From an optimization exercise on the open Yosys and OpenROAD flow, aimed at small area and few clock cycles; shortcuts taken in it are not production practice.
The RTL was checked by simulation tests, not by an equivalence proof against the original design.
The clock port is modelled as an ideal driver; clocking choices that lean on that would not hold on a real chip.

Design conv_top, start of the top module:
module conv_top (
  input  logic        clk,
  input  logic        reset,
  input  logic        ready,
  output logic        busy,
  output logic [9:0]  iaddr,
  output logic        ioe,
  input  logic [7:0]  idata,
  output logic        l0_wen,
  output logic [9:0]  l0_addr,
  output logic [11:0] l0_data,
  output logic        l1_wen,
  output logic [7:0]  l1_addr,
  output logic [11:0] l1_data
);
Size in the first run: ~670 cells after synthesis, about 67 I/O pins, ~5700 um^2 of cells after synthesis.
export LEC_CHECK = 0
export CAP_MARGIN = 0
export CORE_MARGIN = 2
export CORE_UTILIZATION = 40
export CTS_BUF_LIST = sky130_fd_sc_hd__clkbuf_8
export SLEW_MARGIN = 0
create_clock -name core_clock -period 10.0 [get_ports {clk}]
standard.sh (not shown) runs the stock make flow with config.mk's settings and CLKGATE_MAP_FILE= SYNTH_SCRIPT=/design/flow/synth_recipe.tcl, a recipe that flattens the netlist after the stock synthesis.
==> flow/flow/run.sh <==
#!/bin/bash
# Standard synthesis, then its combinational logic re-mapped for area with
# the registers untouched, then the standard layout with the smallest
# buffer cell on the ports and a clock tree without dummy loads, whose
# lightly loaded buffers are then downsized (flow/post_cts.tcl).
set -euo pipefail
R=orfs/results/sky130hd/conv_top/base
LIB=$FLOW_HOME/platforms/sky130hd/lib/sky130_fd_sc_hd__tt_025C_1v80.lib
bash standard.sh synth > 1_standard_synth.log 2>&1
mkdir -p reopt
cp $R/1_2_yosys.v reopt/std_netlist.v
python3 flow/split_lib.py $LIB reopt > 2_split_lib.log 2>&1
yosys -s flow/reopt.ys > 3_reopt_yosys.log 2>&1
cp reopt/netlist.v $R/1_2_yosys.v
rm -f $R/1_synth.odb
bash standard.sh "BUFFER_PORTS_ARGS=-buffer_cell sky130_fd_sc_hd__buf_1" \
  "CTS_ARGS=$(cat flow/cts_args.txt)" "POST_CTS_TCL=$PWD/flow/post_cts.tcl" finish > 4_standard_layout.log 2>&1
Other scripts of this flow, unchanged in this note and not shown: flow/flow/abc_area.scr, flow/flow/cts_args.txt, flow/flow/post_cts.tcl, flow/flow/reopt.ys, flow/flow/split_lib.py
Testbench counts at the start, summed over its fixed seeds: cycles 49,472.
Then changed:
CAP_MARGIN = 20   (was 0)
CORE_UTILIZATION = 55   (was 40)
SLEW_MARGIN = 20   (was 0)
Result: The new run ran to the end with no violations; register-to-register slack improved by 600 ps; sequential share of layout area rose by 0.48 points; sequential cell count does not change; routed wire length rose by 1.9%; die area came out lower by 26%.

conv_top again, from the RTL that the note above started with.
export LEC_CHECK = 0
export CAP_MARGIN = 20
export CORE_MARGIN = 2
export CORE_UTILIZATION = 40
export CTS_BUF_LIST = sky130_fd_sc_hd__clkbuf_8
export GPL_TIMING_DRIVEN = 0
export SLEW_MARGIN = 20
create_clock -name core_clock -period 10.0 [get_ports {clk}]
==> flow/flow/post_cts.tcl <==
proc my_clk_slew_ps {} {
  set worst 0
  foreach pin [all_registers -clock_pins -edge_triggered] {
    foreach edge {rise fall} {
      foreach an {min max} {
        set s [expr {[sta::time_ui_sta [get_property $pin slew_${an}_$edge]] * 1e12}]
        set worst [expr {max($worst, $s)}]
      }
    }
  }
  return $worst
}
set my_slew_target 100.0
set my_small sky130_fd_sc_hd__clkbuf_4
estimate_parasitics -placement
puts "clock slew before downsizing: [my_clk_slew_ps] ps"
# the leaves first, the root (clkbuf_0_*) last
set my_bufs {}
foreach inst [[ord::get_db_block] getInsts] {
  if {[string match clkbuf_* [$inst getName]]} { lappend my_bufs $inst }
}
set my_bufs [lsort -command {apply {{a b} {
  expr {[string match clkbuf_0_* [$a getName]] - [string match clkbuf_0_* [$b getName]]}
}}} $my_bufs]
foreach inst $my_bufs {
  set name [$inst getName]
  set master [[$inst getMaster] getName]
  if {$master ne "sky130_fd_sc_hd__clkbuf_8"} { continue }
  replace_cell [get_cells $name] $my_small
  estimate_parasitics -placement
  set s [my_clk_slew_ps]
  if {$s > $my_slew_target} {
    replace_cell [get_cells $name] $master
    estimate_parasitics -placement
    puts "kept $name ($master): slew would be $s ps"
  } else {
    puts "downsized $name to $my_small: slew $s ps"
  }
}
puts "clock slew after downsizing: [my_clk_slew_ps] ps"
detailed_placement
estimate_parasitics -placement
==> flow/flow/reopt.ys <==
# Re-map the combinational logic of the standard synthesis for area. The
# flip-flops are black boxes here, so every register keeps its instance
# name and cell type.
read_liberty -lib reopt/seq.lib
read_liberty -ignore_miss_func reopt/comb.lib
read_verilog reopt/std_netlist.v
hierarchy -top conv_top
flatten
hierarchy -top conv_top
opt -purge
tee -o reopt/before.txt stat
abc -liberty reopt/map.lib -script flow/abc_area.scr
# the combinational cell models went with the flattening; give check their ports
read_liberty -lib reopt/map.lib
opt_clean -purge
hilomap -singleton -hicell sky130_fd_sc_hd__conb_1 HI -locell sky130_fd_sc_hd__conb_1 LO
insbuf -buf sky130_fd_sc_hd__buf_1 A X
splitnets
opt_clean -purge
check -assert
tee -o reopt/after.txt stat -liberty reopt/map.lib
write_verilog -noattr -nohex -nodec reopt/netlist.v
Scripts as last shown in full above: flow/flow/run.sh
Other scripts of this flow, unchanged in this note and not shown: flow/flow/abc_area.scr, flow/flow/cts_args.txt, flow/flow/split_lib.py
The starting point completed with no timing, DRC or antenna violations.
Testbench counts at the start, summed over its fixed seeds: cycles 49,472.
==> next run, changes <==
--- a/flow/config.mk
+++ b/flow/config.mk
@@ -10 +10 @@
-export CORE_UTILIZATION = 40
+export CORE_UTILIZATION = 30
@@ -12 +11,0 @@
-export GPL_TIMING_DRIVEN = 0
Cell area came out lower by a few percent. Worst hold slack is about the same. Setup slack got worse by 0.034 ns.
==> next run, changes <==
--- a/flow/config.mk
+++ b/flow/config.mk
@@ -10 +10 @@
-export CORE_UTILIZATION = 30
+export CORE_UTILIZATION = 40
Clock skew is about the same.
Synthesized cell count does not change.
Non-clock buffer count is lower by 1.
Maximum frequency grows by 2.1%.
Flip-flop and latch count is unchanged.
Die area drops by 24%.
==> next run, changes <==
--- a/flow/flow/run.sh
+++ b/flow/flow/run.sh
@@ -4,2 +4 @@
-# buffer cell on the ports and a clock tree without dummy loads, whose
-# lightly loaded buffers are then downsized (flow/post_cts.tcl).
+# buffer cell on the ports and a clock tree without dummy loads.
@@ -17 +16 @@
-  "CTS_ARGS=$(cat flow/cts_args.txt)" "POST_CTS_TCL=$PWD/flow/post_cts.tcl" finish > 4_standard_layout.log 2>&1
+  "CTS_ARGS=$(cat flow/cts_args.txt)" finish > 4_standard_layout.log 2>&1
--- a/flow/flow/reopt.ys
+++ b/flow/flow/reopt.ys
@@ -17 +17 @@
-insbuf -buf sky130_fd_sc_hd__buf_1 A X
+insbuf -buf sky130_fd_sc_hd__buf_4 A X
removed: flow/flow/post_cts.tcl
Outcome:
- sequential share of layout area came out lower by 0.56 points
- clock-buffer cell count does not change
- first-iteration DRC count came out higher by roughly a tenth
- clock skew barely changes
- setup slack got worse by 0.12 ns
- non-clock buffer count is unchanged
- wire length came out higher by a few percent
- hold slack stays flat
- area after synthesis came out higher by a few percent

==> static timing again, ports no longer ideal <==
No port has a modelled driver above. Below, the same layouts with a new extraction and two added sets of constraints.
Step 1 sets driving cells, clkbuf_16 on the clock port and buf_2 on the other inputs (assumed; they add their load-dependent delay and slew).
Step 2, shift: input delay + t, output delay - t, t = (earliest + latest rising clock arrival at the registers) / 2. This alone moves slack from input paths to output paths.
Slacks: ideal ports / drivers / drivers and shift; pairs: ideal ports / drivers.
run | shift t [ns] | setup WS [ns] | worst hold slack (ns) | latest minus earliest clock arrival (ns) | cell pins on the clock port's net
the first run of note 1 | 0.452 | 0.911 / 0.882 / 0.735 | 0.302 / 0.302 / 0.302 | 0.031 / 0.031 | 1
the second run of note 1 | 0.580 | 0.864 / 0.830 / 0.773 | 0.298 / 0.298 / 0.298 | 0.034 / 0.034 | 1
the first run of note 2 | 0.589 | 0.755 / 0.735 / 0.486 | 0.305 / 0.305 / 0.305 | 0.027 / 0.027 | 1
the second run of note 2 | 0.451 | 0.721 / 0.690 / 0.566 | 0.307 / 0.307 / 0.307 | 0.032 / 0.032 | 1
the third run of note 2 | 0.452 | 0.911 / 0.882 / 0.735 | 0.302 / 0.302 / 0.302 | 0.031 / 0.031 | 1
the fourth run of note 2 | 0.467 | 0.793 / 0.761 / 0.657 | 0.302 / 0.302 / 0.302 | 0.036 / 0.036 | 1
After both steps every run listed still meets setup and hold. The setup slack of the first run of note 2, which loses most, moves by -0.020 ns with the drivers and by -0.269 ns with both steps.
